From an optimization exercise on the open Yosys and OpenROAD flow, aimed at small area, a short achievable clock period and few clock cycles per item; shortcuts taken in it are not production practice. Function was checked by simulation only, so behaviour that the tests miss may differ from the original.

==> inputs of run a <==
// pe
module pe (
    input  logic                          clk,
    input  logic                          i_reset,
    input  logic                          i_input_ready,
    input  logic                          i_mode,
    input  logic [pe_pkg::TILE_W-1:0]     i_in,
    input  logic [pe_pkg::TILE_W-1:0]     i_w,
    input  logic [pe_pkg::TILE_ELEMS-1:0] i_in_mask,
    input  logic [pe_pkg::TILE_ELEMS-1:0] i_w_mask,
    output logic                          o_ready,
    output logic                          o_result_valid,
    output logic [pe_pkg::DATA_W-1:0]     o_result
);
export LEC_CHECK = 0
export ABC_AREA = 1
export CAP_MARGIN = 20
export CORE_MARGIN = 2
export CORE_UTILIZATION = 40
export SLEW_MARGIN = 20
create_clock -name core_clock -period 11.0 [get_ports {clk}]
standard.sh (not shown) runs the stock make flow with config.mk's settings and CLKGATE_MAP_FILE= SYNTH_SCRIPT=/design/flow/synth_recipe.tcl, a recipe that flattens the netlist after the stock synthesis.
==> flow/flow/run.sh <==
#!/bin/bash
set -euo pipefail
export BUFFER_PORTS_ARGS="-buffer_cell sky130_fd_sc_hd__buf_1"
export SETUP_SLACK_MARGIN=7.5
bash standard.sh finish > standard_flow.log 2>&1
==> run b: changes against run a <==
==> flow/run.sh (new file) <==
#!/bin/bash
# synth_recipe.tcl (not shown) runs the flow's synth.tcl, then flattens the netlist and writes it again
# the make line also repeats each setting of config.mk as NAME=value (left out here)
make -C /OpenROAD-flow-scripts/flow DESIGN_CONFIG=/design/flow/config.mk WORK_HOME=/design/flow/orfs CLKGATE_MAP_FILE= SYNTH_SCRIPT=/design/flow/synth_recipe.tcl finish
removed: flow/flow/run.sh
removed: flow/standard.sh
==> notes.md <==
Run a completed without violations. Run b went through all stages and came out clean.
Between run a and run b, the lower wire length is in run b (gap about 13%, measured against run b).
Between run b and run a, the lower fmax is in run b (gap about 32%, measured against run a).
Against run b, the design area of run a is larger by about 12%.
In run a the register-to-register slack is higher than in run b, by 1.5 ns.
Die area is the same in run b and run a.
Against run a, the via count of run b is smaller by about 9%.
Testbench counts of run a, summed over its fixed seeds: cycles 14,712, items 4,000.
Testbench counts of run b, summed over its fixed seeds: cycles 14,712, items 4,000.

==> branch ember <==
pe, a different RTL version from the one above (not shown whole).
Settings: LEC_CHECK=0, ABC_AREA=1, CAP_MARGIN=20, CORE_MARGIN=2, CORE_UTILIZATION=40, SLEW_MARGIN=20; clock period 11.0 ns.
==> flow/flow/run.sh <==
#!/bin/bash
set -euo pipefail
export BUFFER_PORTS_ARGS="-buffer_cell sky130_fd_sc_hd__buf_1"
export SETUP_SLACK_MARGIN=6.5
bash standard.sh finish > standard_flow.log 2>&1
==> branch violet (differences from branch ember) <==
--- a/flow/design.v
+++ b/flow/design.v
@@ -167,14 +167,13 @@
     logic [35:0] acc_in;
     logic [35:0] s1;
     logic [35:0] c1;
     logic [35:0] acc_s;
     logic [35:0] c2;
     logic [35:0] acc_c;
-    logic          valid_q;
-    logic          valid_qq;
+    logic          reset_q;
     logic          last_q;
     logic          last_qq;
     logic          clr_q;
     logic p0_0_1;
     logic p0_0_2;
     logic p0_0_3;
@@ -1297,15 +1296,15 @@
     logic c1120;
     logic s1121;
     logic c1122;
     logic s1123;
     logic c1124;
     always_ff @(posedge clk) begin
-        act_q0 <= ~i_act[19:0];
+        act_q0 <= ~(i_act[19:0] & {20{i_valid}});
         wgt_q0 <= i_wgt[19:0];
-        act_q1 <= ~i_act[39:20];
+        act_q1 <= ~(i_act[39:20] & {20{i_valid}});
         wgt_q1 <= i_wgt[39:20];
     end
     assign one_q0[0] = ~(wgt_q0[0] ^ 1'b0);
     assign two_q0[0] = ~((wgt_q0[1] & ~wgt_q0[0] & ~1'b0) | (~wgt_q0[1] & wgt_q0[0] & 1'b0));
     assign neg_q0[0] = wgt_q0[1];
     assign one_q0[1] = ~(wgt_q0[2] ^ wgt_q0[1]);
@@ -2244,26 +2243,25 @@
     always_ff @(posedge clk) begin
         row_q0 <= row0;
         row_q1 <= row1;
         row_q2 <= row2;
     end
     always_ff @(posedge clk) begin
-        if (valid_qq) acc <= acc_s + acc_c;
+        acc <= acc_s + acc_c;
     end
     assign acc_in = clr_q ? '0 : acc;
     for (genvar i = 0; i < 36; i++) begin : g_csa
         pe_fa u_fa1 (.a(acc_in[i]), .b(row_q0[i]), .c(row_q1[i]), .s(s1[i]), .co(c1[i]));
         pe_fa u_fa2 (.a(s1[i]), .b(i == 0 ? 1'b0 : c1[i-1]), .c(row_q2[i]), .s(acc_s[i]), .co(c2[i]));
     end
     assign acc_c = {c2[34:0], 1'b0};
     always_ff @(posedge clk) begin
-        valid_q        <= !i_reset && i_valid;
-        valid_qq       <= !i_reset && valid_q;
+        reset_q        <= i_reset;
         last_q         <= !i_reset && i_last;
         last_qq        <= !i_reset && last_q;
-        clr_q          <= i_reset || last_qq || (clr_q && !valid_qq);
+        clr_q          <= i_reset || reset_q || last_qq;
         o_result_valid <= !i_reset && last_qq;
     end
     assign o_result = acc[35:16];
 endmodule
 module pe_fa (input logic a, input logic b, input logic c, output logic s, output logic co);
     assign s  = a ^ b ^ c;
==> flow/flow/run.sh (replaced) <==
#!/bin/bash
set -euo pipefail
export BUFFER_PORTS_ARGS="-buffer_cell sky130_fd_sc_hd__buf_1"
export SETUP_SLACK_MARGIN=6.0
bash standard.sh finish > standard_flow.log 2>&1
==> out/metrics.cfg <==
[route]
post_drt_via_cell_ratio=6.18
drt-met1-wl_mm=77.0

[outcome]
outcome=complete, no violations

[timing]
worst_pin_slew_ps=1240

[worst_setup_path]
cp_data_required_time_ps=11380

[logic_synthesis]
synth_compound_area_share_pct=18.4

The numbers above come from branch ember.

==> out/metrics.cfg <==
[route]
drt-met1-wl_mm=80.3
post_drt_via_cell_ratio=6.13

[outcome]
outcome=complete, no violations

[worst_setup_path]
cp_data_required_time_ps=11360

[logic_synthesis]
synth_compound_area_share_pct=19.5

[timing]
worst_pin_slew_ps=1310

[hold_path]
holdPathStages=2

The numbers above come from branch violet.

Testbench counts of branch ember, summed over its fixed seeds: cycles 14,712, items 4,000.
Testbench counts of branch violet, summed over its fixed seeds: cycles 14,712, items 4,000.

==> inputs of onyx <==
RTL: one of the versions met above, not the one the previous note started from.
Settings: LEC_CHECK=0, ABC_AREA=1, CAP_MARGIN=20, CORE_MARGIN=2, CORE_UTILIZATION=40, SLEW_MARGIN=50; clock period 11.0 ns.
==> flow/flow/run.sh <==
#!/bin/bash
set -euo pipefail
export BUFFER_PORTS_ARGS="-buffer_cell sky130_fd_sc_hd__buf_1"
export SETUP_SLACK_MARGIN=6.5
bash standard.sh finish > standard_flow.log 2>&1
==> quartz (differences from onyx) <==
--- a/flow/config.mk
+++ b/flow/config.mk
@@ -11,2 +11,2 @@
 export CORE_UTILIZATION = 40
-export SLEW_MARGIN = 50
+export SLEW_MARGIN = 20
==> indigo (differences from onyx) <==
==> flow/flow/run.sh (replaced) <==
#!/bin/bash
set -euo pipefail
export BUFFER_PORTS_ARGS="-buffer_cell sky130_fd_sc_hd__buf_1"
export SETUP_SLACK_MARGIN=7.0
bash standard.sh finish > standard_flow.log 2>&1
--- a/flow/config.mk
+++ b/flow/config.mk
@@ -11,2 +11,2 @@
 export CORE_UTILIZATION = 40
-export SLEW_MARGIN = 50
+export SLEW_MARGIN = 20
==> notes.md <==
Fraction of met2 tracks used by global routing: onyx 61.8%; quartz 62.1%; indigo 67.5%
Placed standard-cell area: onyx 39100 um2; quartz 38900 um2; indigo 39000 um2
Final clock period utilization by the worst path: onyx 41.4%; quartz 40.8%; indigo 37.5%
Standard cell with the maximum stage delay on the critical path: onyx sky130_fd_sc_hd__nor4_1; quartz sky130_fd_sc_hd__nor4_1; indigo sky130_fd_sc_hd__fa_1
Fill cell count: onyx 9125; quartz 9231; indigo 8974
Proportion of layout cells with a drive suffix above 1: onyx 8.08%; quartz 7.98%; indigo 13.8%
Number of cells on the critical path: onyx 14; quartz 15; indigo 13
Final wirelength: onyx 208000 um; quartz 209000 um; indigo 223000 um
Result of the run: onyx complete, no violations; quartz complete, no violations; indigo complete, no violations
Worst Reg-to-Reg Cells: onyx 13; quartz 15; indigo 13
Post-route met1 wirelength: onyx 79900 um; quartz 81000 um; indigo 82900 um
Multi-input gate area in the final layout: onyx 25800 um2; quartz 25800 um2; indigo 26900 um2
Non-clock buffering overhead: onyx 9.15%; quartz 9.49%; indigo 12.1%
Slew of the pin with the lowest slew margin: onyx 0.825 ns; quartz 1.29 ns; indigo 1.17 ns
Non-clock buffer count in the final layout: onyx 836; quartz 852; indigo 967
Testbench counts of onyx, summed over its fixed seeds: cycles 14,712, items 4,000.
Testbench counts of quartz, summed over its fixed seeds: cycles 14,712, items 4,000.
Testbench counts of indigo, summed over its fixed seeds: cycles 14,712, items 4,000.

-- re-timing with driven ports --
The flow's constraints put no driver on any port. The routed layouts listed below were extracted and timed again, unchanged, in two steps.
Step 1 sets driving cells, clkbuf_16 on the clock port and buf_2 on the other inputs (assumed; they add their load-dependent delay and slew).
Step 2 also shifts input and output timing later by t, the mid clock arrival at the registers, as if the neighbouring blocks saw the same clock.
a / b / c = ideal ports / drivers / drivers and shift; a / b = the first two.
run	t (ns)	setup WS [ns]	clock arrival spread, ns	pins driven straight from the clock port
run a	0.659	7.193 / 7.193 / 6.568	0.030 / 0.031	1
run b	0.650	5.406 / 5.435 / 4.785	0.034 / 0.034	1
branch ember	0.645	6.353 / 6.405 / 5.761	0.036 / 0.037	1
branch violet	0.643	5.953 / 6.002 / 5.359	0.029 / 0.029	1
onyx	0.659	6.446 / 6.505 / 5.845	0.043 / 0.043	1
quartz	0.645	6.511 / 6.531 / 5.887	0.031 / 0.031	1
indigo	0.655	6.870 / 6.870 / 6.243	0.035 / 0.035	1
After both steps every run listed still meets setup and hold. The setup slack of indigo, which loses most, moves by 0.000 ns with the drivers and by -0.627 ns with both steps.
